Background: an optimization exercise with open tools, aiming at small area, a short achievable clock period and few clock cycles per item. Do not read the settings as production practice.
At most, simulation tests tie the RTL to the original design; equivalence was not proved.
Power figures rest on the tool's default switching activity, not on a simulated workload.

==> flow/design.v <==
package poc_pkg;
  localparam int unsigned TaskW       = 4;
  localparam int unsigned TaskNum     = 1 << TaskW;
  localparam int unsigned FieldSlots  = 10;
  localparam int unsigned FieldW      = TaskW * FieldSlots;
  localparam int unsigned MaskW       = FieldSlots;
  localparam int unsigned MaxSlots    = 16;
  localparam int unsigned SlotsDefault = 10;
  function automatic logic [TaskW-1:0] field_nibble(logic [FieldW-1:0] v, int unsigned k);
    logic [FieldW-1:0] sh;
    sh  = v >> (TaskW * k);
    field_nibble = '0;
    if (k < FieldSlots) begin
      field_nibble = sh[TaskW-1:0];
    end
  endfunction
  function automatic logic mask_bit(logic [MaskW-1:0] m, int unsigned k);
    logic [MaskW-1:0] sh;
    sh  = m >> k;
    mask_bit = 1'b0;
    if (k < MaskW) begin
      mask_bit = sh[0];
    end
  endfunction
  function automatic int unsigned pack_slots(int unsigned n);
    pack_slots = (n < FieldSlots) ? n : FieldSlots;
  endfunction
endpackage
module poc_rank (
  input  logic [9:0]        x_i,
  output logic [10:0][10:0] cnt_o
);
  localparam int unsigned N = 10;
  function automatic logic [N:0] conv(logic [N:0] a, logic [N:0] b);
    conv = '0;
    for (int s = 0; s <= N; s++) begin
      for (int x = 0; x <= s; x++) begin
        conv[s] = conv[s] | (a[x] & b[s-x]);
      end
    end
  endfunction
  function automatic logic [N:0] oh1(logic x);
    oh1 = '0;
    oh1[0] = !x;
    oh1[1] = x;
  endfunction
  logic [N:0] p01, p23, p45, p67, p89, q0, q1, q45_6;
  always_comb begin
    p01   = conv(oh1(x_i[0]), oh1(x_i[1]));
    p23   = conv(oh1(x_i[2]), oh1(x_i[3]));
    p45   = conv(oh1(x_i[4]), oh1(x_i[5]));
    p67   = conv(oh1(x_i[6]), oh1(x_i[7]));
    p89   = conv(oh1(x_i[8]), oh1(x_i[9]));
    q0    = conv(p01, p23);
    q1    = conv(p45, p67);
    q45_6 = conv(p45, oh1(x_i[6]));
    cnt_o[0]  = oh1(1'b0);
    cnt_o[1]  = oh1(x_i[0]);
    cnt_o[2]  = p01;
    cnt_o[3]  = conv(p01, oh1(x_i[2]));
    cnt_o[4]  = q0;
    cnt_o[5]  = conv(q0, oh1(x_i[4]));
    cnt_o[6]  = conv(q0, p45);
    cnt_o[7]  = conv(q0, q45_6);
    cnt_o[8]  = conv(q0, q1);
    cnt_o[9]  = conv(cnt_o[8], oh1(x_i[8]));
    cnt_o[10] = conv(cnt_o[8], p89);
  end
endmodule
module permutation_order_crossover_unit #(
  parameter int unsigned SLOTS = poc_pkg::SlotsDefault
) (
  input  logic                        clk_i,
  input  logic                        rst_ni,
  input  logic                        in_valid_i,
  output logic                        in_stall_o,
  input  logic [poc_pkg::FieldW-1:0]  donor_perm_i,
  input  logic [poc_pkg::FieldW-1:0]  receiver_perm_i,
  input  logic [poc_pkg::MaskW-1:0]   take_mask_i,
  output logic                        out_valid_o,
  input  logic                        out_stall_i,
  output logic [poc_pkg::FieldW-1:0]  child_perm_o,
  output logic                        fill_error_o
);
  localparam int unsigned N  = 10;
  localparam int unsigned TW = poc_pkg::TaskW;
  logic       advance;
  logic [1:0] valid_q;
  assign advance     = !(valid_q[1] && out_stall_i);
  assign in_stall_o  = !advance;
  assign out_valid_o = valid_q[1];
  always_ff @(posedge clk_i or negedge rst_ni) begin
    if (!rst_ni) begin
      valid_q <= '0;
    end else if (advance) begin
      valid_q <= {valid_q[0], in_valid_i};
    end
  end
  logic [N-1:0][TW-1:0] c_d;      
  logic [N-1:0][TW-1:0] r;        
  logic [N-1:0][15:1]   rh;       
  logic [15:1]          present;  
  logic [N-1:0][15:1]   seen;     
  logic [N-1:0]         cand_d;   
  logic [N-1:0]         empty_d;  
  logic [N-1:0][TW-1:0] c1_q, r1_q;
  logic [N-1:0]         cand1_q, empty1_q;
  always_comb begin
    present = '0;
    for (int k = 0; k < N; k++) begin
      c_d[k]     = take_mask_i[k] ? donor_perm_i[TW*k +: TW] : '0;
      r[k]       = receiver_perm_i[TW*k +: TW];
      empty_d[k] = (c_d[k] == '0);
      for (int v = 1; v < 16; v++) begin
        rh[k][v] = (r[k] == 4'(v));
        present[v] = present[v] | (c_d[k] == 4'(v));
      end
    end
    for (int i = 0; i < N; i++) begin
      seen[i] = present;
      for (int j = 0; j < i; j++) seen[i] = seen[i] | rh[j];
      cand_d[i] = |(rh[i] & ~seen[i]);
    end
  end
  always_ff @(posedge clk_i) begin
    if (advance) begin
      c1_q     <= c_d;
      r1_q     <= r;
      cand1_q  <= cand_d;
      empty1_q <= empty_d;
    end
  end
  logic [N:0][N:0]      crank;    
  logic [N:0][N:0]      erank;    
  logic [N-1:0]         placed;   
  logic [N-1:0][TW-1:0] lst_d;    
  logic [N-1:0][3:0]    up_d;     
  logic                 err_d;
  logic [N-1:0][TW-1:0] c2_q, lst2_q;
  logic [N-1:0][3:0]    up2_q;
  logic                 err2_q;
  poc_rank u_crank (.x_i(cand1_q),  .cnt_o(crank));
  poc_rank u_erank (.x_i(empty1_q), .cnt_o(erank));
  always_comb begin
    for (int e = 0; e < N; e++) begin
      placed[e] = (erank[N] >> (e+1)) != '0;
      lst_d[e]  = '0;
      for (int i = e; i < N; i++) begin
        lst_d[e] = lst_d[e] | ((placed[e] && crank[i][e] && cand1_q[i]) ? r1_q[i] : '0);
      end
      up_d[e] = '0;
      for (int k = e; k < N; k++) begin
        if (empty1_q[k] && erank[k][e]) up_d[e] = up_d[e] | 4'(k-e);
      end
    end
    err_d = 1'b0;
    for (int n = 0; n < N; n++) begin
      if (crank[N][n] && placed[n]) err_d = 1'b1;
    end
  end
  always_ff @(posedge clk_i) begin
    if (advance) begin
      c2_q   <= c1_q;
      lst2_q <= lst_d;
      up2_q  <= up_d;
      err2_q <= err_d;
    end
  end
  logic [4:0][N-1:0][TW-1:0] x;
  logic [4:0][N-1:0][3:0]    u;
  always_comb begin
    x[4] = lst2_q;
    u[4] = up2_q;
    for (int s = 3; s >= 0; s--) begin
      for (int p = 0; p < N; p++) begin
        x[s][p] = u[s+1][p][s] ? '0 : x[s+1][p];
        u[s][p] = u[s+1][p][s] ? '0 : u[s+1][p];
        if (p >= (1 << s) && u[s+1][p-(1<<s)][s]) begin
          x[s][p] = x[s][p] | x[s+1][p-(1<<s)];
          u[s][p] = u[s][p] | u[s+1][p-(1<<s)];
        end
      end
    end
  end
  assign child_perm_o = c2_q | x[0];
  assign fill_error_o = err2_q;
endmodule
Settings: LEC_CHECK=0, CAP_MARGIN=20, CORE_MARGIN=2, CORE_UTILIZATION=40, SETUP_SLACK_MARGIN=2.5, SLEW_MARGIN=20; clock period 6.0 ns.
standard.sh (not shown) runs the stock make flow with config.mk's settings and CLKGATE_MAP_FILE= SYNTH_SCRIPT=/design/flow/synth_recipe.tcl, a recipe that flattens the netlist after the stock synthesis.
==> flow/flow/run.sh <==
#!/bin/bash
# The standard layout, with the port buffers made from buf_2 cells instead
# of the delay-buffer cells the flow picks by default. Every port still gets
# its own buffer; everything else is the standard.sh unchanged.
set -euo pipefail
export BUFFER_PORTS_ARGS="-buffer_cell sky130_fd_sc_hd__buf_2"
bash standard.sh finish > standard_make.log 2>&1
Testbench counts at the start, summed over its fixed seeds: cycles 4,008, items 4,000.
==> next run, changes <==
--- a/flow/design.v
+++ b/flow/design.v
@@ -98,90 +98,90 @@
   end
   logic [N-1:0][TW-1:0] c_d;      
   logic [N-1:0][TW-1:0] r;        
   logic [N-1:0][15:1]   rh;       
   logic [15:1]          present;  
   logic [N-1:0][15:1]   seen;     
-  logic [N-1:0]         cand_d;   
-  logic [N-1:0]         empty_d;  
-  logic [N-1:0][TW-1:0] c1_q, r1_q;
-  logic [N-1:0]         cand1_q, empty1_q;
+  logic [N-1:0][TW-1:0] rm_d;     
+  logic [N-1:0][TW-1:0] c1_q, rm1_q;
   always_comb begin
     present = '0;
     for (int k = 0; k < N; k++) begin
-      c_d[k]     = take_mask_i[k] ? donor_perm_i[TW*k +: TW] : '0;
-      r[k]       = receiver_perm_i[TW*k +: TW];
-      empty_d[k] = (c_d[k] == '0);
+      c_d[k] = take_mask_i[k] ? donor_perm_i[TW*k +: TW] : '0;
+      r[k]   = receiver_perm_i[TW*k +: TW];
       for (int v = 1; v < 16; v++) begin
         rh[k][v] = (r[k] == 4'(v));
         present[v] = present[v] | (c_d[k] == 4'(v));
       end
     end
     for (int i = 0; i < N; i++) begin
       seen[i] = present;
       for (int j = 0; j < i; j++) seen[i] = seen[i] | rh[j];
-      cand_d[i] = |(rh[i] & ~seen[i]);
+      rm_d[i] = |(rh[i] & ~seen[i]) ? r[i] : '0;
     end
   end
   always_ff @(posedge clk_i) begin
     if (advance) begin
-      c1_q     <= c_d;
-      r1_q     <= r;
-      cand1_q  <= cand_d;
-      empty1_q <= empty_d;
+      c1_q  <= c_d;
+      rm1_q <= rm_d;
     end
   end
+  logic [N-1:0]         cand;
+  logic [N-1:0]         empty;
   logic [N:0][N:0]      crank;    
   logic [N:0][N:0]      erank;    
   logic [N-1:0]         placed;   
   logic [N-1:0][TW-1:0] lst_d;    
   logic [N-1:0][3:0]    up_d;     
   logic                 err_d;
-  logic [N-1:0][TW-1:0] c2_q, lst2_q;
-  logic [N-1:0][3:0]    up2_q;
-  logic                 err2_q;
-  poc_rank u_crank (.x_i(cand1_q),  .cnt_o(crank));
-  poc_rank u_erank (.x_i(empty1_q), .cnt_o(erank));
+  always_comb begin
+    for (int i = 0; i < N; i++) begin
+      cand[i]  = (rm1_q[i] != '0);
+      empty[i] = (c1_q[i] == '0);
+    end
+  end
+  poc_rank u_crank (.x_i(cand),  .cnt_o(crank));
+  poc_rank u_erank (.x_i(empty), .cnt_o(erank));
   always_comb begin
     for (int e = 0; e < N; e++) begin
       placed[e] = (erank[N] >> (e+1)) != '0;
       lst_d[e]  = '0;
       for (int i = e; i < N; i++) begin
-        lst_d[e] = lst_d[e] | ((placed[e] && crank[i][e] && cand1_q[i]) ? r1_q[i] : '0);
+        lst_d[e] = lst_d[e] | ((placed[e] && crank[i][e]) ? rm1_q[i] : '0);
       end
       up_d[e] = '0;
       for (int k = e; k < N; k++) begin
-        if (empty1_q[k] && erank[k][e]) up_d[e] = up_d[e] | 4'(k-e);
+        if (empty[k] && erank[k][e]) up_d[e] = up_d[e] | 4'(k-e);
       end
     end
     err_d = 1'b0;
     for (int n = 0; n < N; n++) begin
       if (crank[N][n] && placed[n]) err_d = 1'b1;
     end
   end
-  always_ff @(posedge clk_i) begin
-    if (advance) begin
-      c2_q   <= c1_q;
-      lst2_q <= lst_d;
-      up2_q  <= up_d;
-      err2_q <= err_d;
-    end
-  end
   logic [4:0][N-1:0][TW-1:0] x;
   logic [4:0][N-1:0][3:0]    u;
+  logic [poc_pkg::FieldW-1:0] child_q;
+  logic                 err2_q;
   always_comb begin
-    x[4] = lst2_q;
-    u[4] = up2_q;
+    x[4] = lst_d;
+    u[4] = up_d;
     for (int s = 3; s >= 0; s--) begin
       for (int p = 0; p < N; p++) begin
         x[s][p] = u[s+1][p][s] ? '0 : x[s+1][p];
         u[s][p] = u[s+1][p][s] ? '0 : u[s+1][p];
         if (p >= (1 << s) && u[s+1][p-(1<<s)][s]) begin
           x[s][p] = x[s][p] | x[s+1][p-(1<<s)];
           u[s][p] = u[s][p] | u[s+1][p-(1<<s)];
         end
       end
     end
   end
-  assign child_perm_o = c2_q | x[0];
+  always_ff @(posedge clk_i) begin
+    if (advance) begin
+      child_q <= c1_q | x[0];
+      err2_q  <= err_d;
+    end
+  end
+  assign child_perm_o = child_q;
   assign fill_error_o = err2_q;
 endmodule
Effect: The changed run went through all stages and came out clean. Flip-flop and latch count decreases by 85. Critical path depth went up by 1. Via count goes up by 8.5%. Cell count goes up by 0.44%. Clock power goes down by 22%. Power goes down by 10%. Die area drops by 10%. Synthesized cell count is lower by 0.77%. Global-route usage goes up by 5.8 points. Combinational power goes up by 26%. Design area came out higher by 2.5%. Worst setup slack loses 0.75 ns. Sequential power came out lower by 42%. Non-clock buffer count is higher by 102.
The RTL of the second run of this note was laid out without a check of its function.

[afterwards: timing with drivers on the ports]
The results above use ideal ports. As a check the final layouts listed here were re-extracted and re-timed, cells and wires unchanged. Step 1 assumes that a clkbuf_16 drives the clock port and a buf_2 every other input. Step 2, shift: input delay + t, output delay - t, t = (earliest + latest rising clock arrival at the registers) / 2. This alone moves slack from input paths to output paths. Slacks: no drivers / after step 1 / after step 2; pairs: no drivers / after step 1.
| run | shift t [ns] | slack for setup (ns) | worst setup path at the end |
|---|---|---|---|
| the first run | 0.573 | 2.411 / 2.411 / 1.994 | input to register |
| the second run | 0.469 | 1.662 / 1.662 / 1.662 | register to register |
After both steps setup and hold are still met in every run listed. The setup slack of the first run, which loses most, moves by 0.000 ns with the drivers and by -0.417 ns with both steps.
